This is an optimization exercise on Yosys and OpenROAD, whose aim is small area and a short achievable clock period, not a production implementation. Where RTL was checked, it was by simulation tests only, not by an equivalence proof against the original. The RTL of runs 4 and 5 was laid out without a check of its function. Power is estimated from default activity; no workload was simulated.

### flow/flow/run.sh
#!/bin/bash
# The standard layout (standard.sh), with two changes: the smallest buffer on every input and
# output port instead of the default delay buffer, and ABC told to expect a light load on each
# gate output so that it does not upsize cells before placement (the resizer sizes them later
# from the real loads). Each tool's output goes to the ORFS logs under orfs/logs; make's own
# output goes to flow_make.log here.
set -euo pipefail
export BUFFER_PORTS_ARGS="-buffer_cell sky130_fd_sc_hd__buf_1"
bash standard.sh ABC_LOAD_IN_FF=1 finish > flow_make.log 2>&1
### flow/standard.sh
#!/bin/bash
# synth_recipe.tcl (not shown) runs the flow's synth.tcl, then flattens the netlist and writes it again
# the make line also repeats each setting of config.mk as NAME=value (left out here)
make -C /OpenROAD-flow-scripts/flow DESIGN_CONFIG=/design/flow/config.mk WORK_HOME=/design/flow/orfs CLKGATE_MAP_FILE= SYNTH_SCRIPT=/design/flow/synth_recipe.tcl "${@:-finish}"
### flow/config.mk
export PLATFORM = sky130hd
export DESIGN_NAME = stream_minhash_sketcher
export DESIGN_NICKNAME = stream_minhash_sketcher
export VERILOG_FILES = /design/flow/design.v
export SDC_FILE = /design/flow/constraint.sdc
export NUM_CORES = 4
export LEC_CHECK = 0
export CAP_MARGIN = 20
export CORE_MARGIN = 2
export CORE_UTILIZATION = 40
export CTS_BUF_LIST = sky130_fd_sc_hd__clkbuf_4 sky130_fd_sc_hd__clkbuf_8
export CTS_CLUSTER_DIAMETER = 60
export CTS_CLUSTER_SIZE = 14
export SETUP_SLACK_MARGIN = 1.0
export SLEW_MARGIN = 20
export SYNTH_HIERARCHICAL = 1
export SYNTH_MINIMUM_KEEP_SIZE = 0
### flow/constraint.sdc
create_clock -name core_clock -period 5.0 [get_ports {clk}]
set_input_delay 1.0000 -clock core_clock [delete_from_list [all_inputs] [get_ports {clk}]]
set_output_delay 1.0000 -clock core_clock [all_outputs]
set_load 0.01 [all_outputs]
### flow/design.v
module stream_minhash_sketcher #(
  parameter int unsigned SKETCH_SIZE         = 16,
  parameter int unsigned H1_WIDTH            = 32,
  parameter int unsigned H2_WIDTH            = 32,
  parameter int unsigned LOG2_NUM_OF_BUCKETS = 8,
  parameter int unsigned DEDUP               = 1,
  parameter int unsigned CNT_WIDTH           = 16
) (
  input  logic                                       clk,
  input  logic                                       reset_n,
  input  logic                                       in_valid,
  output logic                                       in_ready,
  input  logic [H1_WIDTH-1:0]                        in_h1,
  input  logic [H2_WIDTH-1:0]                        in_h2,
  input  logic                                       in_last,
  output logic                                       sketch_valid,
  input  logic                                       sketch_ready,
  output logic [SKETCH_SIZE*LOG2_NUM_OF_BUCKETS-1:0] sketch_bucket,
  output logic [SKETCH_SIZE*H1_WIDTH-1:0]            sketch_h1,
  output logic [$clog2(SKETCH_SIZE+1)-1:0]           sketch_count,
  output logic [CNT_WIDTH-1:0]                       kmer_count
);
  localparam int unsigned S  = SKETCH_SIZE;
  localparam int unsigned W  = H1_WIDTH;
  localparam int unsigned L  = LOG2_NUM_OF_BUCKETS;
  localparam int unsigned CW = $clog2(SKETCH_SIZE + 1);
  localparam int unsigned N  = W + L;        
  logic           started, done_q;
  logic           accept, clear, dup;
  logic [N-1:0]   ent_q [S];
  logic [N-1:0]   ent_d [S];
  logic [N-1:0]   nx_ent;
  logic [W-1:0]   xn;
  logic [S-1:0]   v_q, c_gt, eq;
  logic [S-1:0]   sel_new, sel_sh, sel_keep;
  logic [CNT_WIDTH-1:0] kmer_q;
  logic [CW-1:0]  count_q;
  always_ff @(posedge clk or negedge reset_n) begin
    if (!reset_n) started <= 1'b0;
    else          started <= 1'b1;
  end
  always_ff @(posedge clk or negedge reset_n) begin
    if (!reset_n)                 done_q <= 1'b0;
    else if (done_q)              done_q <= !sketch_ready;
    else if (in_valid && started) done_q <= in_last;
  end
  assign in_ready     = started & ~done_q;
  assign sketch_valid = done_q;
  assign accept       = in_valid & started & ~done_q;
  assign clear        = (done_q & sketch_ready) | ~started;
  assign nx_ent = clear ? {{L{1'b0}}, {W{1'b1}}} : {in_h2[L-1:0], in_h1};
  assign xn     = ~in_h1;
  logic [S-1:0] vn, c_lt, gtn, ltn;
  logic [3:0]   neq4;
  logic [S-1:0] gtp;
  logic         ndup;
  logic         acceptn, clearn;
  assign acceptn = ~accept;
  assign clearn  = ~clear;
  for (genvar g = 0; g < S; g++) begin : g_cmp
    assign v_q[g] = (count_q > CW'(g));
    assign vn[g]  = ~v_q[g];
    mh_cmp #(.W(W)) u_cmp (.q(ent_q[g][W-1:0]), .xn(xn), .gt(c_gt[g]), .lt(c_lt[g]));
    mh_nor2  u_gtn (.a(vn[g]), .b(c_gt[g]), .y(gtn[g]));
    mh_or2   u_gtp (.a(vn[g]), .b(c_gt[g]), .y(gtp[g]));
    mh_nand2 u_ltn (.a(v_q[g]), .b(c_lt[g]), .y(ltn[g]));
    mh_nor3  u_eq  (.a(vn[g]), .b(c_gt[g]), .c(c_lt[g]), .y(eq[g]));
  end
  for (genvar k = 0; k < 4; k++) begin : g_dup
    mh_nor4 u (.a(eq[4*k]), .b(eq[4*k+1]), .c(eq[4*k+2]), .d(eq[4*k+3]), .y(neq4[k]));
  end
  mh_nand4 u_dup  (.a(neq4[0]), .b(neq4[1]), .c(neq4[2]), .d(neq4[3]), .y(dup));
  mh_and4  u_ndup (.a(neq4[0]), .b(neq4[1]), .c(neq4[2]), .d(neq4[3]), .y(ndup));
  for (genvar g = 0; g < S; g++) begin : g_sel
    if (g == 0) begin : g_first
      mh_o21ai u_new (.a1(acceptn), .a2(gtn[0]), .b1(clearn), .y(sel_new[0]));
      assign sel_sh[0] = 1'b0;
      mh_inv   u_keep (.a(sel_new[0]), .y(sel_keep[0]));
    end else begin : g_rest
      mh_o31ai u_new (.a1(acceptn), .a2(ltn[g-1]), .a3(gtn[g]), .b1(clearn), .y(sel_new[g]));
      mh_nor3  u_sh  (.a(acceptn), .b(dup), .c(gtn[g-1]), .y(sel_sh[g]));
      mh_a31oi u_keep (.a1(accept), .a2(gtp[g]), .a3(ndup), .b1(clear), .y(sel_keep[g]));
    end
  end
  for (genvar g = 0; g < S; g++) begin : g_slot
    for (genvar b = 0; b < N; b++) begin : g_bit
      if (g == 0) begin : g_first
        mh_mux2 u_mux (.sa(sel_new[g]), .a(nx_ent[b]), .sb(sel_keep[g]), .b(ent_q[g][b]),
                       .y(ent_d[g][b]));
      end else begin : g_rest
        mh_mux3 u_mux (.sa(sel_new[g]), .a(nx_ent[b]), .sb(sel_sh[g]), .b(ent_q[g-1][b]),
                       .sc(sel_keep[g]), .c(ent_q[g][b]), .y(ent_d[g][b]));
      end
    end
  end
  always_ff @(posedge clk) begin
    for (int unsigned i = 0; i < S; i++) ent_q[i] <= ent_d[i];
  end
  always_ff @(posedge clk) begin
    if (clear)                       kmer_q <= '0;
    else if (accept && kmer_q != '1) kmer_q <= kmer_q + 1'b1;
  end
  logic          cnt_en, cnt_hold;
  logic [CW-1:0] cnt_inc, cnt_d;
  assign cnt_inc = count_q + 1'b1;
  mh_nor3 u_cnt_en   (.a(acceptn), .b(dup), .c(v_q[S-1]), .y(cnt_en));
  mh_nor2 u_cnt_hold (.a(cnt_en), .b(clear), .y(cnt_hold));
  for (genvar b = 0; b < CW; b++) begin : g_cnt
    mh_mux2 u_mux (.sa(cnt_en), .a(cnt_inc[b]), .sb(cnt_hold), .b(count_q[b]), .y(cnt_d[b]));
  end
  always_ff @(posedge clk) count_q <= cnt_d;
  assign sketch_count = count_q;
  for (genvar g = 0; g < S; g++) begin : g_pack
    assign sketch_h1[g*W +: W]     = ent_q[g][W-1:0];
    assign sketch_bucket[g*L +: L] = ent_q[g][W+L-1:W];
  end
  assign kmer_count = kmer_q;
endmodule
module mh_mux3 (
  input  logic sa, a, sb, b, sc, c,
  output logic y
);
  assign y = (sa & a) | (sb & b) | (sc & c);
endmodule
module mh_mux2 (
  input  logic sa, a, sb, b,
  output logic y
);
  assign y = (sa & a) | (sb & b);
endmodule
module mh_cmp_leaf (
  input  logic q, xn,
  output logic gn, l
);
  assign gn = ~(q & xn);
  assign l  = ~(q | xn);
endmodule
module mh_cmp_node_a (
  input  logic gn1, l1, gn0, l0,
  output logic g, ln
);
  assign g  = ~(gn1 & (l1 | gn0));
  assign ln = ~(l1 | (gn1 & l0));
endmodule
module mh_cmp_node_b (
  input  logic g1, ln1, g0, ln0,
  output logic gn, l
);
  assign gn = ~(g1 | (ln1 & g0));
  assign l  = ~(ln1 & (g1 | ln0));
endmodule
module mh_cmp_node_c (
  input  logic gn1, l1, gn0, l0,
  output logic g, l
);
  assign g = ~(gn1 & (l1 | gn0));
  assign l = l1 | (gn1 & l0);
endmodule
module mh_cmp #(
  parameter int unsigned W = 32
) (
  input  logic [W-1:0] q,
  input  logic [W-1:0] xn,
  output logic         gt,
  output logic         lt
);
  logic [31:0] gn0, l0;       
  logic [15:0] g1, ln1;       
  logic [7:0]  gn2, l2;       
  logic [3:0]  g3, ln3;       
  logic [1:0]  gn4, l4;       
  for (genvar k = 0; k < 32; k++) begin : g_l0
    mh_cmp_leaf u (.q(q[k]), .xn(xn[k]), .gn(gn0[k]), .l(l0[k]));
  end
  for (genvar k = 0; k < 16; k++) begin : g_l1
    mh_cmp_node_a u (.gn1(gn0[2*k+1]), .l1(l0[2*k+1]), .gn0(gn0[2*k]), .l0(l0[2*k]),
                     .g(g1[k]), .ln(ln1[k]));
  end
  for (genvar k = 0; k < 8; k++) begin : g_l2
    mh_cmp_node_b u (.g1(g1[2*k+1]), .ln1(ln1[2*k+1]), .g0(g1[2*k]), .ln0(ln1[2*k]),
                     .gn(gn2[k]), .l(l2[k]));
  end
  for (genvar k = 0; k < 4; k++) begin : g_l3
    mh_cmp_node_a u (.gn1(gn2[2*k+1]), .l1(l2[2*k+1]), .gn0(gn2[2*k]), .l0(l2[2*k]),
                     .g(g3[k]), .ln(ln3[k]));
  end
  for (genvar k = 0; k < 2; k++) begin : g_l4
    mh_cmp_node_b u (.g1(g3[2*k+1]), .ln1(ln3[2*k+1]), .g0(g3[2*k]), .ln0(ln3[2*k]),
                     .gn(gn4[k]), .l(l4[k]));
  end
  mh_cmp_node_c u_root (.gn1(gn4[1]), .l1(l4[1]), .gn0(gn4[0]), .l0(l4[0]), .g(gt), .l(lt));
endmodule
module mh_inv (input logic a, output logic y);
  assign y = ~a;
endmodule
module mh_nor2 (input logic a, b, output logic y);
  assign y = ~(a | b);
endmodule
module mh_nand2 (input logic a, b, output logic y);
  assign y = ~(a & b);
endmodule
module mh_nor3 (input logic a, b, c, output logic y);
  assign y = ~(a | b | c);
endmodule
module mh_nor4 (input logic a, b, c, d, output logic y);
  assign y = ~(a | b | c | d);
endmodule
module mh_or2 (input logic a, b, output logic y);
  assign y = a | b;
endmodule
module mh_and4 (input logic a, b, c, d, output logic y);
  assign y = a & b & c & d;
endmodule
module mh_a31oi (input logic a1, a2, a3, b1, output logic y);
  assign y = ~((a1 & a2 & a3) | b1);
endmodule
module mh_nand4 (input logic a, b, c, d, output logic y);
  assign y = ~(a & b & c & d);
endmodule
module mh_o21ai (input logic a1, a2, b1, output logic y);
  assign y = ~((a1 | a2) & b1);
endmodule
module mh_o31ai (input logic a1, a2, a3, b1, output logic y);
  assign y = ~((a1 | a2 | a3) & b1);
endmodule
==> metrics.yaml, run 1 <==
syn_inst: 4275
rows: 104
synth.most_common_cell: "dfxtp_1"
cts_tree: "built"
start_kind: "primary input"
synth.top_cells.by_count: "661 x dfxtp_1, 653 x inv_1, 600 x a222oi_1"
path_clk_slew_ns: 0.09
cts_hold_buf: 0
design_area_sq_um: 41280
die_area_sq_um: 83910
ys_dominant_reg_cell: "dfxtp_1"
fmax_ghz: 0.2580
relSlewSlack: 0.3588
crit_type: "in -> reg"
top_layer: "met4"
worst_slack_ns: 1.124
dieHeight_microns: 289.7
fin_nets: 5280
async_flop_share: 0.003017
cts_max_level: 3
r2r_slack_ns: 1.46
yosysWarnings: 10
tightestPinTransition_ns: 0.9595
cts.path.max_buffers: 3
ys_types: 46
wl_per_cell_microns: 23.10
min_path_type: "in -> async"
grt_antenna_before_repair: 3
coreArea_sq_um: 80680
r2r_end: "ent_q[2][10]"
gp_congestion: 0.9498
r2r_start: "ent_q[9][31]"
clk_latency_ns: 0.72
fin_total_pwr_mw: 16.42
finalCriticalPeriod_ns: 3.876
vias: 38610
drt-vias-per-instance: 6.115
clock-sinks: 663
status: "timing/DRC/antenna clean"
power_leakage_nw: 17.09
n_fill_cell: 7980
required_ns: 5.56
drt_iter0_markers: 6382
synth_area_leaders: "dfxtp_1 41%, a222oi_1 18%, o21ai_0 7.8%"
wl_met1_mm: 57.28
critPathArrivalTime_ns: 4.44
rsz0062_at_grt: "false"
drc_errors: 0
yosysTopAreaCell: "dfxtp_1"
grt_overflow: 0
cap_violations: 0
power_density_nw_per_um2: 397.7
end_kind: "flip-flop"
drive_gt1_frac: 0.08190
numPlacedInstances: 6159
synth_area_sq_um: 32650
dr_wl_met2_mm: 65.75
tns_ns: 0
io_buffers: 707
final.setup_skew_ns: 0.05261
first_global_vias: 32940
io_pins: 732
grt_pass1_wl_mm: 209.2
yosysTopAreaCellShare: 0.4054
setup_viol: 0
syn_nets: 4350
rr_worst_depth: 14
cp_max_fo: 23
ys_seq_area_frac: 0.4069
drt.antenna.violating_nets: 0
root_buffer: "clkbuf_8"
max-vdd-ir-drop_uv: 281.1
dp_slack_ns: -0.08275
fin_crit_sh: 0.7752
synth_edf_count: 0
final_hold_viol_count: 0
grt_max_degree: 41
track_usage: 0.3246
firstDrtPassIters: 13
synthToLayoutAreaGrowth_pct: 26.45
die_w_microns: 289.7
dr_wl_met3_mm: 14.74
slew_viol_final: 0
stdcell_count: 6314
numCtsBuffers: 71
placed_area_sq_um: 39050
ys_seq_elements: 663
avgSynthCellArea_sq_um: 7.636
start_util: 0.4046
dp_hpwl_mm: 110.4
worstSetupStartpoint: "in_h1[30]"
drt-total-wl_mm: 145.9
stage by stage:
stage               hold slack (ns)    util
global route                0.06061  0.5116
detailed placement           0.4677  0.4840
global placement             0.4554  0.4840
CTS                         0.04845  0.5078
finish                      0.09478  0.5116
floorplan                    0.4897       -
kinds of logic after synthesis:
group | Yosys count | share of synthesized area
compound gates | 1704 | 0.3629
simple gates | 1225 | 0.1478
buf+inv | 665 | 0.07669
flops | 663 | 0.4069
mux | 9 | 0.002760
fa+ha+maj | 6 | 0.002300
xor+xnor | 2 | 0.0005367
other cells | 1 | 0.0001149
how the worst max path moves through the flow:
stage | end | slack (ns)
after floorplan | ent_q[11][0] | -0.10
after global placement | ent_q[10][28] | -0.04
after detailed placement | ent_q[15][39] | -0.08
after CTS | ent_q[15][39] | 1.01
after global routing | ent_q[3][23] | 0.99
final | ent_q[2][10] | 1.12
Yosys stat by module (local to each module, per instance), excerpt:
module	copies in the design	cells	flops+latches
mh_a31oi	15	1	0
mh_and4	1	1	0
mh_cmp_leaf	512	2	0
mh_cmp_node_a	320	2	0
mh_cmp_node_c	16	2	0
mh_inv	1	1	0
mh_mux3	600	2	0
mh_nand2	15	1	0
mh_nand4	1	1	0
mh_nor3	32	1	0
mh_nor4	4	1	0
mh_o21ai	1	1	0
mh_o31ai	15	1	0
mh_or2	15	1	0
stream_minhash_sketcher	1	897	663
placed cells by master, fill, tap and decap left out, types with 26 or more instances in the layout:
master,count
a21oi_2,28
a22o_1,45
buf_4,77
dfxtp_1,661
nor2_1,540
o21ai_1,60
a21oi_1,461
clkbuf_8,81
buf_12,70
o21ai_2,26
buf_1,701
clkinvlp_4,45
nand2_1,584
a222oi_1,600
inv_1,620
o21ai_0,425
cell type report:
class	count	area [sq um]	share of cell area
multi-input combinational	2947	17700	0.4288
tap	1060	1326	0.03213
clock buffer	84	1137	0.02755
timing repair inverter	7	52.55	0.001273
antenna	4	10.01	0.0002425
sequential	663	13280	0.3218
clock inverter	34	470.5	0.01140
timing repair buffer	861	4723	0.1144
inverter	654	2576	0.06241
worst max-delay path, cell delays in order:
cell and delay [ns]:
buf_2 0.16, clkinvlp_4 0.07, buf_4 0.19, buf_4 0.16, nor2_1 0.04, a21oi_1 0.21
o21ai_1 0.16, o21ai_2 0.30, o21ai_2 0.14, o21ai_2 0.20, nor3_1 0.10, nor4_2 0.31
buf_4 0.18, and4_4 0.26, buf_12 0.17, a31oi_4 0.13, buf_12 0.21, a222oi_1 0.33
inv_1 0.08
registers in the layout (all words and copies together), names as in the netlist:
| register | flops |
|---|---|
| ent_q | 640 |
| kmer_q | 16 |
| count_q | 5 |
| done_q | 1 |
| started | 1 |
report_power, final:
part | internal [mW] | switching (mW) | leakage [nW]
Combinational | 1.77 | 3.28 | 10.7
Sequential | 6.09 | 1.08 | 5.57
Clock | 1.98 | 2.22 | 0.806
timing repair:
action / 4_1_cts / 5_1_grt
resized for setup: 45 / 120
setup buffers: 19 / 7
pin swaps: 0 / 6
cloned: 7 / 0
setup endpoints to repair: 605 / 605
layer usage:
layer | vias up | track usage
li1 | 18000 | -
met1 | 18230 | 0.4119
met2 | 2067 | 0.5264
met3 | 313 | 0.06892
met4 | 0 | 0.1522
met5 | - | 0
==> run 2, diff against run 1 <==
--- a/flow/config.mk
+++ b/flow/config.mk
@@ -12,5 +12,5 @@
 export CTS_CLUSTER_DIAMETER = 60
 export CTS_CLUSTER_SIZE = 14
-export SETUP_SLACK_MARGIN = 1.0
+export SETUP_SLACK_MARGIN = 1.3
 export SLEW_MARGIN = 20
 export SYNTH_HIERARCHICAL = 1
==> metrics.yaml, run 2 <==
power_leakage_nw: 17.37
grt_pass1_wl_mm: 209.6
whs_ns: 0.08753
fin_nets: 5296
grt_overflow: 0
finalCriticalPeriod_ns: 3.792
firstDrtPassIters: 14
async_flop_share: 0.003017
clk_latency_ns: 0.72
track_usage: 0.3252
dp_hpwl_mm: 110.4
max-vdd-ir-drop_uv: 280.3
reg.largest.list: "ent_q: 640 flops, kmer_q: 16 flops, count_q: 5 flops"
drc_errors: 0
final_util: 0.5245
end_kind: "flip-flop"
power_density_nw_per_um2: 396.0
layout_common_cells: "695 x buf_1, 661 x dfxtp_1, 620 x inv_1"
ys_dominant_reg_cell: "dfxtp_1"
multi_input_area_sq_um: 18410
avgSynthCellArea_sq_um: 7.636
syn_inst: 4275
regArea_sq_um: 13280
clock-sinks: 663
tns_ns: 0
drt-total-wl_mm: 149.0
io_buffers: 707
ys_seq_area_frac: 0.4069
path_clk_slew_ns: 0.10
r2r_slack_ns: 1.50
vias: 38930
largest-register: "ent_q"
gp_congestion: 0.9498
rr_worst_depth: 15
grt_antenna_before_repair: 3
final.setup_skew_ns: 0.04977
relSlewSlack: 0.3516
design_area_sq_um: 42310
synthToLayoutAreaGrowth_pct: 29.62
rows: 104
cts_max_level: 3
root_buffer: "clkbuf_8"
synth-simple-area-share: 0.1478
synth_area_sq_um: 32650
yosysWarnings: 10
synth_mux_area_frac: 0.002760
n_fill_cell: 7902
r2r_start: "ent_q[13][10]"
final_common_cell: "buf_1"
drt_iter0_markers: 6670
first_global_vias: 33080
critPathArrivalTime_ns: 4.37
setup_viol: 0
synth_top_family_by_area: "compound AO/OA/AOI/OAI gates"
synth.top_cells.by_count: "661 x dfxtp_1, 653 x inv_1, 600 x a222oi_1"
dp_slack_ns: -0.08275
io_pins: 732
cp_max_fo: 20
drive_gt1_frac: 0.1202
status: "timing/DRC/antenna clean"
start_kind: "primary input"
die_w_microns: 289.7
die_area_sq_um: 83910
rsz0062_at_grt: "true"
cts_tree: "built"
drt-vias-per-instance: 6.151
cts.path.max_buffers: 3
wl_per_cell_microns: 23.54
slew_viol_final: 0
start_util: 0.4046
r2r_end: "ent_q[14][20]"
numCtsBuffers: 71
coreArea_sq_um: 80680
drt.antenna.violating_nets: 0
ys_types: 46
synth-xor-area-share: 0.0005366
syn_nets: 4350
grt_max_degree: 41
ys_seq_elements: 663
tightestPinTransition_ns: 0.9702
synth_edf_count: 0
fin_crit_sh: 0.7585
dieHeight_microns: 289.7
cap_violations: 0
synth_compound_area_frac: 0.3629
fmax_ghz: 0.2637
placed_area_sq_um: 39050
yosys.area_share.adder: 0.002300
min_path_type: "in -> async"
cts_hold_buf: 0
synth_area_leaders: "dfxtp_1 41%, a222oi_1 18%, o21ai_0 7.8%"
worst_slack_ns: 1.208
required_ns: 5.58
synth.most_common_cell: "dfxtp_1"
final_hold_viol_count: 0
yosysTopAreaCellShare: 0.4054
largest_register_ffs: 640
yosysTopAreaCell: "dfxtp_1"
crit_type: "in -> reg"
==> run 2: cell types whose count changed in the layout (fill, tap and decap cells not counted), sizes merged <==
cell / delta
buf: +4
clkbuf: +11
clkinvlp: +1
diode: -1
==> run 2: cell type report <==
| cell class | instances | area share |
|---|---|---|
| multi-input combinational | 2947 | 0.4350 |
| tap | 1060 | 0.03134 |
| sequential | 663 | 0.3139 |
| clock buffer | 84 | 0.02688 |
| timing repair buffer | 876 | 0.1193 |
| timing repair inverter | 8 | 0.001419 |
| antenna | 3 | 0.0001774 |
| clock inverter | 34 | 0.01112 |
| inverter | 654 | 0.06088 |
==> run 2: worst max-delay path, stage by stage <==
cell and delay (ns):
clkbuf_4 0.16, clkinvlp_4 0.10, buf_12 0.15, buf_12 0.13
nor2_1 0.12, o21ai_0 0.12, o21ai_0 0.18, a21oi_1 0.12
o21ai_1 0.29, a21o_1 0.17, nor3_1 0.06, nor4_2 0.39
and4_4 0.32, buf_12 0.17, a31oi_4 0.18, clkbuf_16 0.28
a222oi_1 0.33, inv_1 0.07
==> run 2: Yosys stat by module, one instance, submodules excluded, a selection <==
module | cell area, sq um | flip-flops and latches | times used | cells inside
mh_cmp_node_c | 12.51 | 0 | 16 | 2
mh_and4 | 8.758 | 0 | 1 | 1
mh_or2 | 6.256 | 0 | 15 | 1
mh_cmp_node_a | 10.01 | 0 | 320 | 2
mh_mux3 | 13.76 | 0 | 600 | 2
mh_nor4 | 6.256 | 0 | 4 | 1
mh_o21ai | 5.005 | 0 | 1 | 1
mh_nor3 | 5.005 | 0 | 32 | 1
stream_minhash_sketcher | 14520 | 663 | 1 | 897
mh_mux2 | 8.758 | 0 | 45 | 1
mh_cmp_leaf | 7.507 | 0 | 512 | 2
mh_a31oi | 6.256 | 0 | 15 | 1
mh_nor2 | 3.754 | 0 | 17 | 1
mh_nand4 | 6.256 | 0 | 1 | 1
mh_o31ai | 7.507 | 0 | 15 | 1
==> run 2: metrics by stage <==
step / cells / power [mW]
4_1_cts: 6308 / 16.44
6_report: 6329 / 16.76
3_3_place_gp: 6159 / 11.97
3_5_place_dp: 6159 / 12.10
2_1_floorplan: 4275 / 9.798
5_1_grt: 6329 / 17.59
==> run 2: worst max path at each step <==
stage / cells past startpoint / endpoint / start / slack [ns]
2_1_floorplan: 13 / ent_q[11][0] / in_h1[31] / -0.10
3_3_place_gp: 18 / ent_q[10][28] / in_h1[30] / -0.04
3_5_place_dp: 17 / ent_q[15][39] / in_h1[30] / -0.08
4_1_cts: 19 / ent_q[15][39] / in_h1[30] / 1.30
5_1_grt: 19 / ent_q[14][18] / in_h1[31] / 1.12
6_report: 18 / ent_q[14][20] / in_h1[3] / 1.21
==> run 2: routing by layer <==
layer	track usage	part of all wire	vias up
li1	-	-	18050
met4	0.1562	0.058	0
met1	0.4124	0.39	18410
met2	0.5269	0.45	2108
met3	0.06774	0.10	364
met5	0	0	-
==> run 2: power breakdown <==
part / total (mW) / internal, mW / switching (mW)
logic: 5.38 / 1.91 / 3.48
registers: 7.18 / 6.09 / 1.09
clock network: 4.20 / 1.98 / 2.22
==> run 2: logic make-up (layout without fill, tap and decap cells) <==
kind of cell               after synthesis  count (layout)
AOI/OAI and AO/OA                     1704            1704
xor gates and xnor gates                 2               2
adders and majority gates                6               6
buffers and inverters                  665            1656
DFF                                    663             663
muxes                                    9               9
other                                    1               4
and+or+nand+nor                       1225            1225
==> run 2: timing repair <==
item,4_1_cts,5_1_grt
buffers inserted,24,11
resized for setup,167,341
setup endpoints to repair,605,605
gates cloned,7,7
pin swaps,10,81
==> run 3, diff against run 2 <==
--- a/flow/design.v
+++ b/flow/design.v
@@ -25,5 +25,5 @@
   localparam int unsigned L  = LOG2_NUM_OF_BUCKETS;
   localparam int unsigned CW = $clog2(SKETCH_SIZE + 1);
-  localparam int unsigned N  = W + L;        
+  localparam int unsigned N  = W + L + 1;    
   logic           started, done_q;
   logic           accept, clear, dup;
@@ -35,5 +35,4 @@
   logic [S-1:0]   sel_new, sel_sh, sel_keep;
   logic [CNT_WIDTH-1:0] kmer_q;
-  logic [CW-1:0]  count_q;
   always_ff @(posedge clk or negedge reset_n) begin
     if (!reset_n) started <= 1'b0;
@@ -49,19 +48,16 @@
   assign accept       = in_valid & started & ~done_q;
   assign clear        = (done_q & sketch_ready) | ~started;
-  assign nx_ent = clear ? {{L{1'b0}}, {W{1'b1}}} : {in_h2[L-1:0], in_h1};
+  assign nx_ent = clear ? {1'b0, {L{1'b0}}, {W{1'b1}}} : {1'b1, in_h2[L-1:0], in_h1};
   assign xn     = ~in_h1;
   logic [S-1:0] vn, c_lt, gtn, ltn;
   logic [3:0]   neq4;
-  logic [S-1:0] gtp;
-  logic         ndup;
   logic         acceptn, clearn;
   assign acceptn = ~accept;
   assign clearn  = ~clear;
   for (genvar g = 0; g < S; g++) begin : g_cmp
-    assign v_q[g] = (count_q > CW'(g));
-    assign vn[g]  = ~v_q[g];
+    assign v_q[g] = ent_q[g][N-1];
+    assign vn[g]  = ~ent_q[g][N-1];
     mh_cmp #(.W(W)) u_cmp (.q(ent_q[g][W-1:0]), .xn(xn), .gt(c_gt[g]), .lt(c_lt[g]));
     mh_nor2  u_gtn (.a(vn[g]), .b(c_gt[g]), .y(gtn[g]));
-    mh_or2   u_gtp (.a(vn[g]), .b(c_gt[g]), .y(gtp[g]));
     mh_nand2 u_ltn (.a(v_q[g]), .b(c_lt[g]), .y(ltn[g]));
     mh_nor3  u_eq  (.a(vn[g]), .b(c_gt[g]), .c(c_lt[g]), .y(eq[g]));
@@ -70,6 +66,5 @@
     mh_nor4 u (.a(eq[4*k]), .b(eq[4*k+1]), .c(eq[4*k+2]), .d(eq[4*k+3]), .y(neq4[k]));
   end
-  mh_nand4 u_dup  (.a(neq4[0]), .b(neq4[1]), .c(neq4[2]), .d(neq4[3]), .y(dup));
-  mh_and4  u_ndup (.a(neq4[0]), .b(neq4[1]), .c(neq4[2]), .d(neq4[3]), .y(ndup));
+  mh_nand4 u_dup (.a(neq4[0]), .b(neq4[1]), .c(neq4[2]), .d(neq4[3]), .y(dup));
   for (genvar g = 0; g < S; g++) begin : g_sel
     if (g == 0) begin : g_first
@@ -80,5 +75,5 @@
       mh_o31ai u_new (.a1(acceptn), .a2(ltn[g-1]), .a3(gtn[g]), .b1(clearn), .y(sel_new[g]));
       mh_nor3  u_sh  (.a(acceptn), .b(dup), .c(gtn[g-1]), .y(sel_sh[g]));
-      mh_a31oi u_keep (.a1(accept), .a2(gtp[g]), .a3(ndup), .b1(clear), .y(sel_keep[g]));
+      mh_nor2  u_keep (.a(sel_new[g]), .b(sel_sh[g]), .y(sel_keep[g]));
     end
   end
@@ -101,14 +96,9 @@
     else if (accept && kmer_q != '1) kmer_q <= kmer_q + 1'b1;
   end
-  logic          cnt_en, cnt_hold;
-  logic [CW-1:0] cnt_inc, cnt_d;
-  assign cnt_inc = count_q + 1'b1;
-  mh_nor3 u_cnt_en   (.a(acceptn), .b(dup), .c(v_q[S-1]), .y(cnt_en));
-  mh_nor2 u_cnt_hold (.a(cnt_en), .b(clear), .y(cnt_hold));
-  for (genvar b = 0; b < CW; b++) begin : g_cnt
-    mh_mux2 u_mux (.sa(cnt_en), .a(cnt_inc[b]), .sb(cnt_hold), .b(count_q[b]), .y(cnt_d[b]));
-  end
-  always_ff @(posedge clk) count_q <= cnt_d;
-  assign sketch_count = count_q;
+  always_comb begin
+    sketch_count = '0;
+    for (int unsigned i = 0; i < S; i++)
+      if (v_q[i]) sketch_count = CW'(i + 1);
+  end
   for (genvar g = 0; g < S; g++) begin : g_pack
     assign sketch_h1[g*W +: W]     = ent_q[g][W-1:0];
@@ -206,13 +196,4 @@
   assign y = ~(a | b | c | d);
 endmodule
-module mh_or2 (input logic a, b, output logic y);
-  assign y = a | b;
-endmodule
-module mh_and4 (input logic a, b, c, d, output logic y);
-  assign y = a & b & c & d;
-endmodule
-module mh_a31oi (input logic a1, a2, a3, b1, output logic y);
-  assign y = ~((a1 & a2 & a3) | b1);
-endmodule
 module mh_nand4 (input logic a, b, c, d, output logic y);
   assign y = ~(a & b & c & d);
==> flow/flow/run.sh (replaced) <==
#!/bin/bash
# The standard layout (standard.sh), with these changes:
# - the smallest buffer on every input and output port instead of the default delay buffer;
# - ABC told to expect a light load on each gate output, so that it does not upsize cells before
#   placement (the resizer sizes them later from the real loads);
# - timing repair up to clock tree synthesis aims for a setup slack margin, so that the layout
#   runs faster than the 5 ns clock; repair after global routing aims for a smaller margin.
# Each tool's output goes to the ORFS logs under orfs/logs; make's own output goes to
# flow_make_*.log here.
set -euo pipefail
export BUFFER_PORTS_ARGS="-buffer_cell sky130_fd_sc_hd__buf_1"
bash standard.sh ABC_LOAD_IN_FF=1 SETUP_SLACK_MARGIN=1.2 TNS_END_PERCENT=100 cts \
  > flow_make_cts.log 2>&1
bash standard.sh ABC_LOAD_IN_FF=1 SETUP_SLACK_MARGIN=0.3 TNS_END_PERCENT=20 finish \
  > flow_make_finish.log 2>&1
--- a/flow/config.mk
+++ b/flow/config.mk
@@ -10,7 +10,4 @@
 export CORE_UTILIZATION = 40
 export CTS_BUF_LIST = sky130_fd_sc_hd__clkbuf_4 sky130_fd_sc_hd__clkbuf_8
-export CTS_CLUSTER_DIAMETER = 60
-export CTS_CLUSTER_SIZE = 14
-export SETUP_SLACK_MARGIN = 1.3
 export SLEW_MARGIN = 20
 export SYNTH_HIERARCHICAL = 1
==> metrics.yaml, run 3 <==
status: "timing/DRC/antenna clean"
synth_area_leaders: "dfxtp_1 36%, a222oi_1 17%, buf_4 12%"
vias: 39110
critPathMaxStageDelay_ns: 0.37
drt-total-wl_mm: 154.2
clkPwrFrac: 0.225
io_pins: 732
yosysTopAreaCellShare: 0.3609
critPathArrivalTime_ns: 4.66
whs_ns: 0.4393
setup_viol: 0
firstDrtPassIters: 14
required_ns: 5.66
drive_gt1_frac: 0.09933
yosysTopAreaCell: "dfxtp_1"
sw_frac_of_total: 0.4515
fin_nets: 5333
clock-sinks: 674
synthToLayoutAreaGrowth_pct: 13.74
cpMostUsedCell: "buf_4"
power.share.sequential: 0.372
layout_common_cells: "706 x buf_1, 671 x dfxtp_1, 638 x inv_1"
synth_edf_count: 0
max-vdd-ir-drop_uv: 255.3
crit_type: "in -> reg"
grt_max_degree: 57
cts.path.max_buffers: 3
cts_max_level: 3
io_buffers: 707
end_kind: "flip-flop"
root_buffer: "clkbuf_8"
cpMaxStageDelayCell: "nor4_1"
gp_congestion: 0.9240
drc_errors: 0
drt_iter0_markers: 6828
r2r_start: "ent_q[8][14]"
reg.largest.list: "ent_q: 656 flops, kmer_q: 16 flops"
avgSynthCellArea_sq_um: 7.664
yosysWarnings: 10
crit_path_cell_trace: "buf_1 > clkinvlp_4 > buf_12 > nor2_1 > o21ai_0 > o21ai_0 > o21ai_1 > o21ai_2 > a21o_1 > nor3_1 > nor4_1 > buf_4 > nand4_1 > buf_6 > nor3_4 > buf_4 > buf_4 > nor2_4 > buf_4 > a222oi_1 > inv_1"
tightestPinTransition_ns: 1.022
die_w_microns: 309.3
drt.antenna.violating_nets: 0
final_common_cell: "buf_1"
grt_antenna_before_repair: 1
p_comb_frac: 0.403
start_util: 0.4054
wl_per_cell_microns: 23.37
start_kind: "primary input"
largest-register: "ent_q"
cts_tree: "built"
finalCriticalPeriod_ns: 4.001
ys_seq_area_frac: 0.3622
syn_inst: 4864
syn_nets: 4934
synth_area_sq_um: 37280
fmax_ghz: 0.2500
cp_max_fo: 33
rsz0062_at_grt: "false"
cap_violations: 0
fin_total_pwr_mw: 24.47
numCtsBuffers: 121
grt_pass1_wl_mm: 220.4
ys_types: 47
synth.top_cells.by_count: "672 x dfxtp_1, 671 x inv_1, 615 x a222oi_1"
cellInternalPower_mw: 13.42
clk_latency_ns: 0.79
dp_hpwl_mm: 113.8
track_usage: 0.3041
grt_overflow: 0
fin_crit_sh: 0.8002
ys_seq_elements: 674
rows: 111
async_flop_share: 0.002967
first_global_vias: 33630
ys_dominant_reg_cell: "dfxtp_1"
path_clk_slew_ns: 0.06
final.setup_skew_ns: 0.02914
switching_power_mw: 11.05
slew_viol_final: 0
power_leakage_nw: 17.76
synth.most_common_cell: "dfxtp_1"
relSlewSlack: 0.3095
die_area_sq_um: 95650
largest_register_ffs: 656
dieHeight_microns: 309.3
min_path_type: "in -> reg"
worstHoldStart: "in_last"
power_density_nw_per_um2: 577.2
drt-vias-per-instance: 5.925
worstSetupStartpoint: "in_h1[15]"
final_hold_viol_count: 0
coreArea_sq_um: 91940
-- run 3: cell count changes in the layout (fill, tap and decap cells not counted), sizes merged, moves of 12 or more --
cell / before / now
a31oi: 16 / 1
nand2: 585 / 573
or2: 16 / 2
nor2: 540 / 562
a222oi: 600 / 615
clkbuf: 98 / 194
clkinvlp: 46 / 34
-- run 3: cells by family (layout without fill, tap and decap cells) --
kind of cell | count (synthesis) | after routing | synth area share
buf+inv | 1280 | 1760 | 0.1896
other cells | 1 | 2 | 0.0001006
flops | 674 | 674 | 0.3622
compound gates | 1698 | 1698 | 0.3181
mux | 5 | 5 | 0.001343
fa+ha+maj | 1 | 1 | 0.0003356
simple gates | 1205 | 1217 | 0.1282
-- run 3: through the flow --
stage | utilization | setup TNS (ns) | std cells | cell area [sq um] | worst slack, ns
after CTS | 0.4611 | 0 | 6599 | 42390 | 1.188
after global routing | 0.4611 | 0 | 6600 | 42400 | 0.7543
after global placement | 0.4256 | -5.933 | 6335 | 39130 | -0.05778
after detailed placement | 0.4264 | -18.63 | 6338 | 39210 | -0.1286
after floorplan | - | -731.23 | 4864 | 37550 | -1.223
final | 0.4611 | 0 | 6600 | 42400 | 0.9992
-- run 3: critical path: cells and delay by family --
family,cells,cell delay (ns)
compound gates,6,1.26
buf+inv,9,1.33
simple gates,6,1.02
-- run 3: repair_timing --
action | CTS | global route
hold endpoints to repair | 2 | 0
setup endpoints to repair | 617 | 0
hold buffers | 1 | 0
resized for setup | 145 | 0
buffers inserted | 32 | 0
-- run 3: routing by layer --
layer	GRT usage	part of all wire	vias up
li1	-	-	18150
met1	0.3803	0.39	18560
met2	0.4947	0.46	2037
met3	0.05813	0.096	354
met4	0.1640	0.057	0
met5	0	0	-
-- run 3: worst paths after layout --
check                                end  slack, ns  cells past startpoint
min                               done_q       0.44                      3
max                         ent_q[7][30]        1.0                     21
max in group asynchronous         done_q       4.22                      2
min in group asynchronous        started       0.59                      2
min reg2reg                ent_q[15][34]       0.48                      2
max reg2reg                 ent_q[7][30]       1.19                     17
-- run 3: final cells by class --
cell class              count  area (sq um)
repair buffers            872          4631
fillers                  9395         49550
inverters                 672          2646
diodes                      1         2.502
multi-input cells        2922         17510
clock buffers             194          2389
well taps                1243          1555
clock inverters            22         156.4
flip-flops and latches    674         13500
-- run 3: Yosys stat by module, one instance, submodules excluded, a selection --
| module | copies in the design | cells inside | flops+latches |
|---|---|---|---|
| stream_minhash_sketcher | 1 | 1478 | 674 |
| mh_mux3 | 615 | 2 | 0 |
| mh_cmp_node_c | 16 | 2 | 0 |
| mh_cmp_node_a | 320 | 2 | 0 |
| mh_cmp_node_b | 160 | 2 | 0 |
| mh_mux2 | 41 | 1 | 0 |
| mh_cmp_leaf | 512 | 2 | 0 |
| mh_o31ai | 15 | 1 | 0 |
| mh_nand4 | 1 | 1 | 0 |
| mh_nor4 | 4 | 1 | 0 |
| mh_nor3 | 31 | 1 | 0 |
| mh_o21ai | 1 | 1 | 0 |
| mh_inv | 1 | 1 | 0 |
| mh_nand2 | 15 | 1 | 0 |
| mh_nor2 | 31 | 1 | 0 |
-- run 3: power by group through the flow --
stage | Clock (mW) | Combinational, mW | Sequential, mW
floorplan | 0 | 7.24 | 8.46
global placement | 0 | 9.10 | 9.08
detailed placement | 0 | 9.32 | 9.15
CTS | 5.61 | 9.84 | 9.03
global route | 5.84 | 10.7 | 9.34
finish | 5.51 | 9.86 | 9.10
==> run 4, diff against run 3 <==
--- a/flow/design.v
+++ b/flow/design.v
@@ -32,5 +32,5 @@
   logic [N-1:0]   nx_ent;
   logic [W-1:0]   xn;
-  logic [S-1:0]   v_q, c_gt, eq;
+  logic [S-1:0]   v_q, c_gt, c_ltn, lt, gt, eq;
   logic [S-1:0]   sel_new, sel_sh, sel_keep;
   logic [CNT_WIDTH-1:0] kmer_q;
@@ -50,30 +50,24 @@
   assign nx_ent = clear ? {1'b0, {L{1'b0}}, {W{1'b1}}} : {1'b1, in_h2[L-1:0], in_h1};
   assign xn     = ~in_h1;
-  logic [S-1:0] vn, c_lt, gtn, ltn;
-  logic [3:0]   neq4;
-  logic         acceptn, clearn;
-  assign acceptn = ~accept;
-  assign clearn  = ~clear;
   for (genvar g = 0; g < S; g++) begin : g_cmp
     assign v_q[g] = ent_q[g][N-1];
-    assign vn[g]  = ~ent_q[g][N-1];
-    mh_cmp #(.W(W)) u_cmp (.q(ent_q[g][W-1:0]), .xn(xn), .gt(c_gt[g]), .lt(c_lt[g]));
-    mh_nor2  u_gtn (.a(vn[g]), .b(c_gt[g]), .y(gtn[g]));
-    mh_nand2 u_ltn (.a(v_q[g]), .b(c_lt[g]), .y(ltn[g]));
-    mh_nor3  u_eq  (.a(vn[g]), .b(c_gt[g]), .c(c_lt[g]), .y(eq[g]));
+    mh_cmp #(.W(W)) u_cmp (.q(ent_q[g][W-1:0]), .xn(xn), .gt(c_gt[g]), .ltn(c_ltn[g]));
   end
-  for (genvar k = 0; k < 4; k++) begin : g_dup
-    mh_nor4 u (.a(eq[4*k]), .b(eq[4*k+1]), .c(eq[4*k+2]), .d(eq[4*k+3]), .y(neq4[k]));
-  end
-  mh_nand4 u_dup (.a(neq4[0]), .b(neq4[1]), .c(neq4[2]), .d(neq4[3]), .y(dup));
-  for (genvar g = 0; g < S; g++) begin : g_sel
-    if (g == 0) begin : g_first
-      mh_o21ai u_new (.a1(acceptn), .a2(gtn[0]), .b1(clearn), .y(sel_new[0]));
-      assign sel_sh[0] = 1'b0;
-      mh_inv   u_keep (.a(sel_new[0]), .y(sel_keep[0]));
-    end else begin : g_rest
-      mh_o31ai u_new (.a1(acceptn), .a2(ltn[g-1]), .a3(gtn[g]), .b1(clearn), .y(sel_new[g]));
-      mh_nor3  u_sh  (.a(acceptn), .b(dup), .c(gtn[g-1]), .y(sel_sh[g]));
-      mh_nor2  u_keep (.a(sel_new[g]), .b(sel_sh[g]), .y(sel_keep[g]));
+  always_comb begin
+    for (int unsigned i = 0; i < S; i++) begin
+      gt[i] = ~v_q[i] | c_gt[i];
+      lt[i] = v_q[i] & ~c_ltn[i];
+      eq[i] = v_q[i] & ~c_gt[i] & c_ltn[i];
+    end
+    dup = |eq;
+    for (int unsigned i = 0; i < S; i++) begin
+      if (i == 0) begin
+        sel_new[i] = clear | (accept & gt[0]);
+        sel_sh[i]  = 1'b0;
+      end else begin
+        sel_new[i] = clear | (accept & lt[i-1] & gt[i]);
+        sel_sh[i]  = accept & ~dup & gt[i-1];
+      end
+      sel_keep[i] = ~(sel_new[i] | sel_sh[i]);
     end
   end
@@ -140,11 +134,4 @@
   assign l  = ~(ln1 & (g1 | ln0));
 endmodule
-module mh_cmp_node_c (
-  input  logic gn1, l1, gn0, l0,
-  output logic g, l
-);
-  assign g = ~(gn1 & (l1 | gn0));
-  assign l = l1 | (gn1 & l0);
-endmodule
 module mh_cmp #(
   parameter int unsigned W = 32
@@ -153,5 +140,5 @@
   input  logic [W-1:0] xn,
   output logic         gt,
-  output logic         lt
+  output logic         ltn
 );
   logic [31:0] gn0, l0;       
@@ -179,28 +166,4 @@
                      .gn(gn4[k]), .l(l4[k]));
   end
-  mh_cmp_node_c u_root (.gn1(gn4[1]), .l1(l4[1]), .gn0(gn4[0]), .l0(l4[0]), .g(gt), .l(lt));
+  mh_cmp_node_a u_root (.gn1(gn4[1]), .l1(l4[1]), .gn0(gn4[0]), .l0(l4[0]), .g(gt), .ln(ltn));
 endmodule
-module mh_inv (input logic a, output logic y);
-  assign y = ~a;
-endmodule
-module mh_nor2 (input logic a, b, output logic y);
-  assign y = ~(a | b);
-endmodule
-module mh_nand2 (input logic a, b, output logic y);
-  assign y = ~(a & b);
-endmodule
-module mh_nor3 (input logic a, b, c, output logic y);
-  assign y = ~(a | b | c);
-endmodule
-module mh_nor4 (input logic a, b, c, d, output logic y);
-  assign y = ~(a | b | c | d);
-endmodule
-module mh_nand4 (input logic a, b, c, d, output logic y);
-  assign y = ~(a & b & c & d);
-endmodule
-module mh_o21ai (input logic a1, a2, b1, output logic y);
-  assign y = ~((a1 | a2) & b1);
-endmodule
-module mh_o31ai (input logic a1, a2, a3, b1, output logic y);
-  assign y = ~((a1 | a2 | a3) & b1);
-endmodule
==> flow/run.sh (new file) <==
#!/bin/bash
# synth_recipe.tcl (not shown) runs the flow's synth.tcl, then flattens the netlist and writes it again
# the make line also repeats each setting of config.mk as NAME=value (left out here)
make -C /OpenROAD-flow-scripts/flow DESIGN_CONFIG=/design/flow/config.mk WORK_HOME=/design/flow/orfs CLKGATE_MAP_FILE= SYNTH_SCRIPT=/design/flow/synth_recipe.tcl finish
--- a/flow/config.mk
+++ b/flow/config.mk
@@ -9,5 +9,4 @@
 export CORE_MARGIN = 2
 export CORE_UTILIZATION = 40
-export CTS_BUF_LIST = sky130_fd_sc_hd__clkbuf_4 sky130_fd_sc_hd__clkbuf_8
 export SLEW_MARGIN = 20
 export SYNTH_HIERARCHICAL = 1
removed: flow/flow/run.sh
removed: flow/standard.sh
==> metrics.yaml, run 4 <==
cp_max_fo: 16
yosysTopAreaCell: "dfxtp_1"
whs_endpoint: "ent_q[15][34]"
path_clk_slew_ns: 0.06
status: "timing/DRC/antenna clean"
critPathArrivalTime_ns: 5.37
synth_top_family_by_area: "compound AO/OA/AOI/OAI gates"
synth.top_cells.by_count: "672 x dfxtp_1, 667 x inv_1, 615 x a222oi_1"
stdcell_count: 6706
cts_tree: "built"
power_density_nw_per_um2: 586.4
yosys.area_share.adder: 0.0003202
wl_per_cell_microns: 26.74
start_util: 0.4040
crit_type: "in -> reg"
fin_nets: 5440
cts.path.max_buffers: 3
final_common_cell: "clkdlybuf4s50_1"
relSlewSlack: 0.4362
io_buffers: 707
avgSynthCellArea_sq_um: 8.066
drt-vias-per-instance: 6.110
grt.met3_usage: 0.08470
die_w_microns: 316.5
vias: 40970
yosysWarnings: 10
track_usage: 0.3404
whs_path_depth: 2
synth_mux_area_frac: 0.0005123
clock-sinks: 674
met2_usage: 0.5281
fin_crit_sh: 0.9686
gp_congestion: 0.9486
grt_max_degree: 48
cts_max_level: 3
ys_seq_elements: 674
required_ns: 5.53
finalCriticalPeriod_ns: 4.843
die_area_sq_um: 100200
rsz0062_at_grt: "false"
end_kind: "flip-flop"
rr_worst_depth: 15
design_area_sq_um: 50270
synth_compound_area_frac: 0.3538
first_global_vias: 36260
clk_latency_ns: 0.66
final_hold_viol_count: 0
final_util: 0.5198
dp_hpwl_mm: 133.7
synth_edf_count: 0
final.setup_skew_ns: 0.03478
layout_common_cells: "707 x clkdlybuf4s50_1, 672 x dfxtp_1, 665 x inv_1"
rows: 114
slew_viol_final: 0
synthToLayoutAreaGrowth_pct: 28.64
n_fill_cell: 9131
max-vdd-ir-drop_uv: 274.9
power_leakage_nw: 21.01
min_path_type: "reg -> reg"
synth_area_leaders: "dfxtp_1 34%, a222oi_1 16%, buf_4 12%"
root_buffer: "clkbuf_16"
fmax_ghz: 0.2065
drive_gt1_frac: 0.1890
grt-busiest-layer: "met2"
synth-simple-area-share: 0.1164
ys_seq_area_frac: 0.3456
reg.largest.list: "ent_q: 656 flops, kmer_q: 16 flops"
yosysTopAreaCellShare: 0.3443
r2r_end: "ent_q[6][4]"
start_kind: "primary input"
synth_area_sq_um: 39070
syn_inst: 4844
r2r_start: "ent_q[9][31]"
async_flop_share: 0.002967
worstSetupStartpoint: "in_h1[31]"
met1_usage: 0.4404
worstHoldStart: "ent_q[15][34]"
antennaDiodeCount: 0
synth.most_common_cell: "dfxtp_1"
numCtsBuffers: 80
placed_area_sq_um: 47540
ys_types: 48
setup_viol: 0
r2r_slack_ns: 0.78
tightestPinTransition_ns: 0.8437
dieHeight_microns: 316.5
drt_iter0_markers: 7990
firstDrtPassIters: 14
drt-total-wl_mm: 179.3
drt.antenna.violating_nets: 0
syn_nets: 4914
ys_dominant_reg_cell: "dfxtp_1"
cap_violations: 0
largest_register_ffs: 656
coreArea_sq_um: 96710
drc_errors: 0
grt_overflow: 0
io_pins: 732
synth-xor-area-share: 0.002017
numPlacedInstances: 6564
grt_pass1_wl_mm: 252.4
grt_antenna_before_repair: 2
largest-register: "ent_q"
## run 4: cell types whose count changed after synthesis, sizes merged, moves of 5 or more
cell    before  now
o31ai       19    0
clkbuf       6   11
and2         8    1
and3         2   11
a21o        17    1
nand4        9    3
xnor2        0    8
nor3        35    7
o41ai        2   16
o21ba        0   13
nand2      573  554
inv        672  667
nand3b       0   12
a21oi      491  507
## run 4: timing repair
item / CTS / global route
endpoints found under the setup margin: 0 / 2
resized for setup: 0 / 1
endpoints found under the hold margin: 0 / 0
setup buffers: 0 / 0
hold buffers: 0 / 0
## run 4: final cells by class
cell class | instances | area (sq um) | area share
flip-flops and latches | 674 | 13500 | 0.2686
multi-input cells | 2888 | 18920 | 0.3764
clock inverters | 23 | 299.0 | 0.005949
clock buffers | 119 | 2424 | 0.04822
repair buffers | 1059 | 11020 | 0.2192
inverters | 667 | 2505 | 0.04983
well taps | 1276 | 1597 | 0.03176
## run 4: layer usage
layer | vias up | wire length, microns
li1 | 18320 | -
met1 | 19670 | 69950
met2 | 2553 | 79120
met3 | 432 | 20230
met4 | 0 | 10020
met5 | - | 0
## run 4: per-module statistics from Yosys (local to each module, per instance), a selection
module                   flip-flops and latches  copies in the design
mh_cmp_node_b                                 0                   160
stream_minhash_sketcher                     674                     1
mh_cmp_node_a                                 0                   336
mh_mux2                                       0                    41
mh_mux3                                       0                   615
mh_cmp_leaf                                   0                   512
## run 4: logic make-up after synthesis
kind of cell,after synthesis
AO/OA/AOI/OAI,1710
XOR/XNOR,9
adder cells (fa/ha/maj),1
buffers and inverters,1282
flip-flops,674
multiplexers,2
other,1
AND/OR/NAND/NOR,1165
## run 4: worst max-delay path by stage
stage | end | slack (ns) | depth (start not counted)
final | ent_q[6][4] | 0.16 | 19
after global routing | ent_q[15][5] | 0.02 | 19
after CTS | ent_q[6][7] | 0.24 | 19
after detailed placement | ent_q[6][7] | -0.43 | 19
after global placement | ent_q[11][4] | -0.35 | 19
after floorplan | ent_q[3][0] | -0.39 | 12
## run 4: power by group
group | leakage [nW] | internal [mW] | switching (mW)
Combinational | 14.0 | 6.24 | 7.90
Clock | 1.34 | 3.66 | 2.46
Sequential | 5.67 | 6.96 | 2.25
## run 4: per-stage QoR
stage          hold slack (ns)  total power, mW  TNS (ns)  setup slack (ns)
6_report                0.4842            29.47         0            0.1569
4_1_cts                 0.4904            29.25         0            0.2426
5_1_grt                 0.5034            30.69         0           0.02225
2_1_floorplan           0.4578            16.71    -92.70           -0.3900
3_3_place_gp            0.4583            22.87   -169.59           -0.3514
3_5_place_dp            0.4713            23.12   -197.69           -0.4265
## run 4: worst max-delay path: stages
cell and delay, ns:
clkdlybuf4s50_1 0.45, inv_1 0.06, buf_12 0.15, nor2_1 0.16, o21ai_1 0.12, o21ai_1 0.26
o21ai_1 0.22, buf_4 0.19, a21oi_2 0.29, a21oi_2 0.14, and3b_1 0.21, a2111o_1 0.39
or4_4 0.43, a21o_1 0.21, buf_4 0.18, o21ba_2 0.23, buf_4 0.23, a222oi_1 0.36
inv_1 0.07
==> run 5, diff against run 4 <==
==> flow/flow/run.sh (new file) <==
#!/bin/bash
# The standard layout, with the smallest buffer on every input and output port instead of the
# default delay buffer. Each tool's output goes to the ORFS logs under orfs/logs; make's own
# output goes to flow_make.log here.
set -euo pipefail
export BUFFER_PORTS_ARGS="-buffer_cell sky130_fd_sc_hd__buf_1"
bash standard.sh finish > flow_make.log 2>&1
==> flow/standard.sh (new file) <==
#!/bin/bash
# synth_recipe.tcl (not shown) runs the flow's synth.tcl, then flattens the netlist and writes it again
# the make line also repeats each setting of config.mk as NAME=value (left out here)
make -C /OpenROAD-flow-scripts/flow DESIGN_CONFIG=/design/flow/config.mk WORK_HOME=/design/flow/orfs CLKGATE_MAP_FILE= SYNTH_SCRIPT=/design/flow/synth_recipe.tcl "${@:-finish}"
removed: flow/run.sh
==> metrics.yaml, run 5 <==
status: "timing/DRC/antenna clean"
cpMostUsedCell: "o21ai_1"
syn_inst: 4844
r2r_slack_ns: 0.78
async_flop_share: 0.002967
final_hold_viol_count: 0
synth_area_sq_um: 39070
clock-sinks: 674
numCtsBuffers: 81
cts_hold_buf: 0
drt.antenna.violating_nets: 0
crit_type: "in -> reg"
syn_nets: 4914
clk_latency_ns: 0.66
dp_hpwl_mm: 131.6
power.share.sequential: 0.332
cpMaxStageDelayCell: "or4_4"
cap_violations: 0
largest_register_ffs: 656
synth_edf_count: 0
wl_per_cell_microns: 26.57
root_buffer: "clkbuf_16"
yosysWarnings: 10
ys_seq_elements: 674
grt_overflow: 0
drc_errors: 0
die_w_microns: 316.5
synth_area_leaders: "dfxtp_1 34%, a222oi_1 16%, buf_4 12%"
synthToLayoutAreaGrowth_pct: 15.06
cts_tree: "built"
ys_seq_area_frac: 0.3456
final_common_cell: "buf_1"
clkPwrFrac: 0.233
dieHeight_microns: 316.5
ys_dominant_reg_cell: "dfxtp_1"
gp_congestion: 0.9821
grt_pass1_wl_mm: 247.7
drt-total-wl_mm: 175.3
ctsResizeCount: 0
yosysTopAreaCellShare: 0.3443
r2r_start: "ent_q[9][31]"
drt_iter0_markers: 7997
placed_area_sq_um: 42110
io_pins: 732
synth.most_common_cell: "dfxtp_1"
cts.path.max_buffers: 3
cts_max_level: 3
start_kind: "primary input"
yosysTopAreaCell: "dfxtp_1"
coreArea_sq_um: 96710
rows: 114
end_kind: "flip-flop"
start_util: 0.4040
cp_max_fo: 23
design_area_sq_um: 44960
grt_antenna_before_repair: 0
fin_total_pwr_mw: 27.40
power_density_nw_per_um2: 609.4
avgSynthCellArea_sq_um: 8.066
path_clk_slew_ns: 0.06
layout_common_cells: "707 x buf_1, 672 x dfxtp_1, 665 x inv_1"
tns_ns: 0
p_comb_frac: 0.435
required_ns: 5.53
switching_power_mw: 12.51
setup_viol: 0
tightestPinTransition_ns: 1.131
drive_gt1_frac: 0.1721
largest-register: "ent_q"
ys_types: 48
min_path_type: "in -> async"
critPathArrivalTime_ns: 5.07
fmax_ghz: 0.2201
slew_viol_final: 0
r2r_end: "ent_q[13][36]"
track_usage: 0.3329
drt-vias-per-instance: 6.117
rr_worst_depth: 15
synth.top_cells.by_count: "672 x dfxtp_1, 667 x inv_1, 615 x a222oi_1"
rsz0062_at_grt: "false"
final_util: 0.4649
fin_nets: 5324
finalCriticalPeriod_ns: 4.544
fin_crit_sh: 0.9087
relSlewSlack: 0.2460
max-vdd-ir-drop_uv: 250.3
vias: 40340
critPathMaxStageDelay_ns: 0.56
n_fill_cell: 9552
post_cts_buffers: 0
grt_max_degree: 42
power_leakage_nw: 18.51
cellInternalPower_mw: 14.89
crit_path_cell_trace: "buf_1 > inv_1 > buf_4 > nand2_1 > a21oi_2 > o21ai_1 > o21ai_1 > o21ai_1 > o21ai_1 > nand3b_1 > nand4_1 > or4_4 > a21o_1 > buf_12 > o21ba_2 > buf_4 > a222oi_1 > inv_1"
reg.largest.list: "ent_q: 656 flops, kmer_q: 16 flops"
final.setup_skew_ns: 0.02653
io_buffers: 707
sw_frac_of_total: 0.4566
firstDrtPassIters: 13
die_area_sq_um: 100200
first_global_vias: 35550
==> run 5: cell count changes in the layout (fill, tap and decap cells not counted) <==
cell	previous run	this run
clkinv_2	10	14
buf_1	0	707
clkbuf_1	16	14
clkdlybuf4s50_1	707	0
buf_12	104	94
diode_2	0	1
buf_4	248	141
bufinv_16	6	11
clkinv_4	1	0
inv_6	3	2
o21ai_2	1	0
clkbuf_8	19	15
clkinvlp_4	3	7
o21ai_1	495	496
==> run 5: power groups by stage <==
stage	clock network, mW	logic (mW)	registers (mW)
2_1_floorplan	0	8.26	8.45
3_3_place_gp	0	11.5	9.07
3_5_place_dp	0	11.6	9.13
4_1_cts	6.45	11.7	9.02
5_1_grt	6.67	12.7	9.31
6_report	6.38	11.9	9.10
==> run 5: area by class of cell <==
type | count | area, sq um | area share
clock inverters | 34 | 481.7 | 0.01071
clock buffers | 113 | 2361 | 0.05252
diodes | 1 | 2.502 | 0.00005566
well taps | 1276 | 1597 | 0.03551
flip-flops and latches | 674 | 13500 | 0.3003
inverters | 667 | 2505 | 0.05572
multi-input cells | 2888 | 18910 | 0.4207
repair buffers | 942 | 5594 | 0.1244
==> run 5: critical path: cells and delay by family <==
kind,cells,cell delay (ns)
simple gates,4,0.93
compound gates,8,2.06
buf+inv,6,1.01
==> run 5: logic make-up (layout without fill, tap and decap cells) <==
kind of cell | after synthesis | after routing | share of synthesized area
compound gates | 1710 | 1710 | 0.3538
buf+inv | 1282 | 1756 | 0.1812
simple gates | 1165 | 1165 | 0.1164
flops | 674 | 674 | 0.3456
xor+xnor | 9 | 9 | 0.002017
mux | 2 | 2 | 0.0005124
fa+ha+maj | 1 | 1 | 0.0003202
other cells | 1 | 2 | 0.00009597
==> run 5: layer usage <==
| layer | routed length, microns | track usage | up-vias |
|---|---|---|---|
| met4 | 8963 | 0.1542 | 0 |
| met1 | 68400 | 0.4339 | 19410 |
| met2 | 76430 | 0.5101 | 2475 |
| met3 | 21460 | 0.09176 | 385 |
| li1 | - | - | 18070 |
| met5 | 0 | 0 | - |
==> run 5: worst max-delay path by stage <==
stage	start	endpoint	cells past startpoint
floorplan	in_h1[31]	ent_q[3][0]	12
global route	in_h1[28]	ent_q[6][34]	18
detailed placement	in_h1[29]	ent_q[6][39]	18
finish	in_h1[29]	ent_q[13][36]	18
global placement	in_h1[29]	ent_q[6][18]	18
CTS	in_h1[29]	ent_q[13][36]	18
==> run 5: modules after synthesis, one instance, submodules excluded, a selection <==
module / flip-flops and latches / cell area (sq um) / cells
stream_minhash_sketcher: 674 / 19580 / 1557
mh_cmp_leaf: 0 / 7.507 / 2
mh_cmp_node_b: 0 / 13.76 / 2
mh_mux2: 0 / 8.758 / 1
mh_cmp_node_a: 0 / 13.76 / 2
mh_mux3: 0 / 13.76 / 2
==> run 5: per-stage QoR <==
stage / setup slack [ns] / hold WS, ns / std cells
floorplan: -0.3900 / 0.4578 / 4844
global placement: -0.02300 / 0.4599 / 6447
detailed placement: -0.06139 / 0.4727 / 6447
CTS: 0.5882 / 0.08866 / 6594
global route: 0.2777 / 0.1035 / 6594
finish: 0.4565 / 0.1220 / 6595

[static timing again, ports no longer ideal]
In the flow no input, the clock included, has a driving cell. The finished layouts below were timed again as built, in two steps. Step 1: set_driving_cell puts a clkbuf_16 on clk and a buf_2 on each other input, an assumption about the parent block. Step 2 adds t to the input delays and takes it off the output delays; t is the mean of the earliest and latest rising clock arrival at the registers after step 1. Input paths then give back, and output paths get back, about the clock's delay inside the block. Three values: ideal ports, drivers, drivers and shift; two values: the first two.
| run | t, ns | slack for setup (ns) | worst setup path after step 2 |
|---|---|---|---|
| run 1 | 0.761 | 1.124 / 1.162 / 0.401 | input to register |
| run 2 | 0.761 | 1.208 / 1.241 / 0.480 | input to register |
| run 3 | 0.837 | 0.999 / 1.039 / 0.202 | input to register |
| run 4 | 0.718 | 0.157 / 0.195 / -0.523 | input to register |
| run 5 | 0.720 | 0.456 / 0.504 / -0.216 | input to register |
Met with ideal ports but missed after step 2: setup timing in run 4 and run 5. For run 3, which loses most, drivers alone change the setup slack by +0.040 ns; drivers and shift together by -0.797 ns.
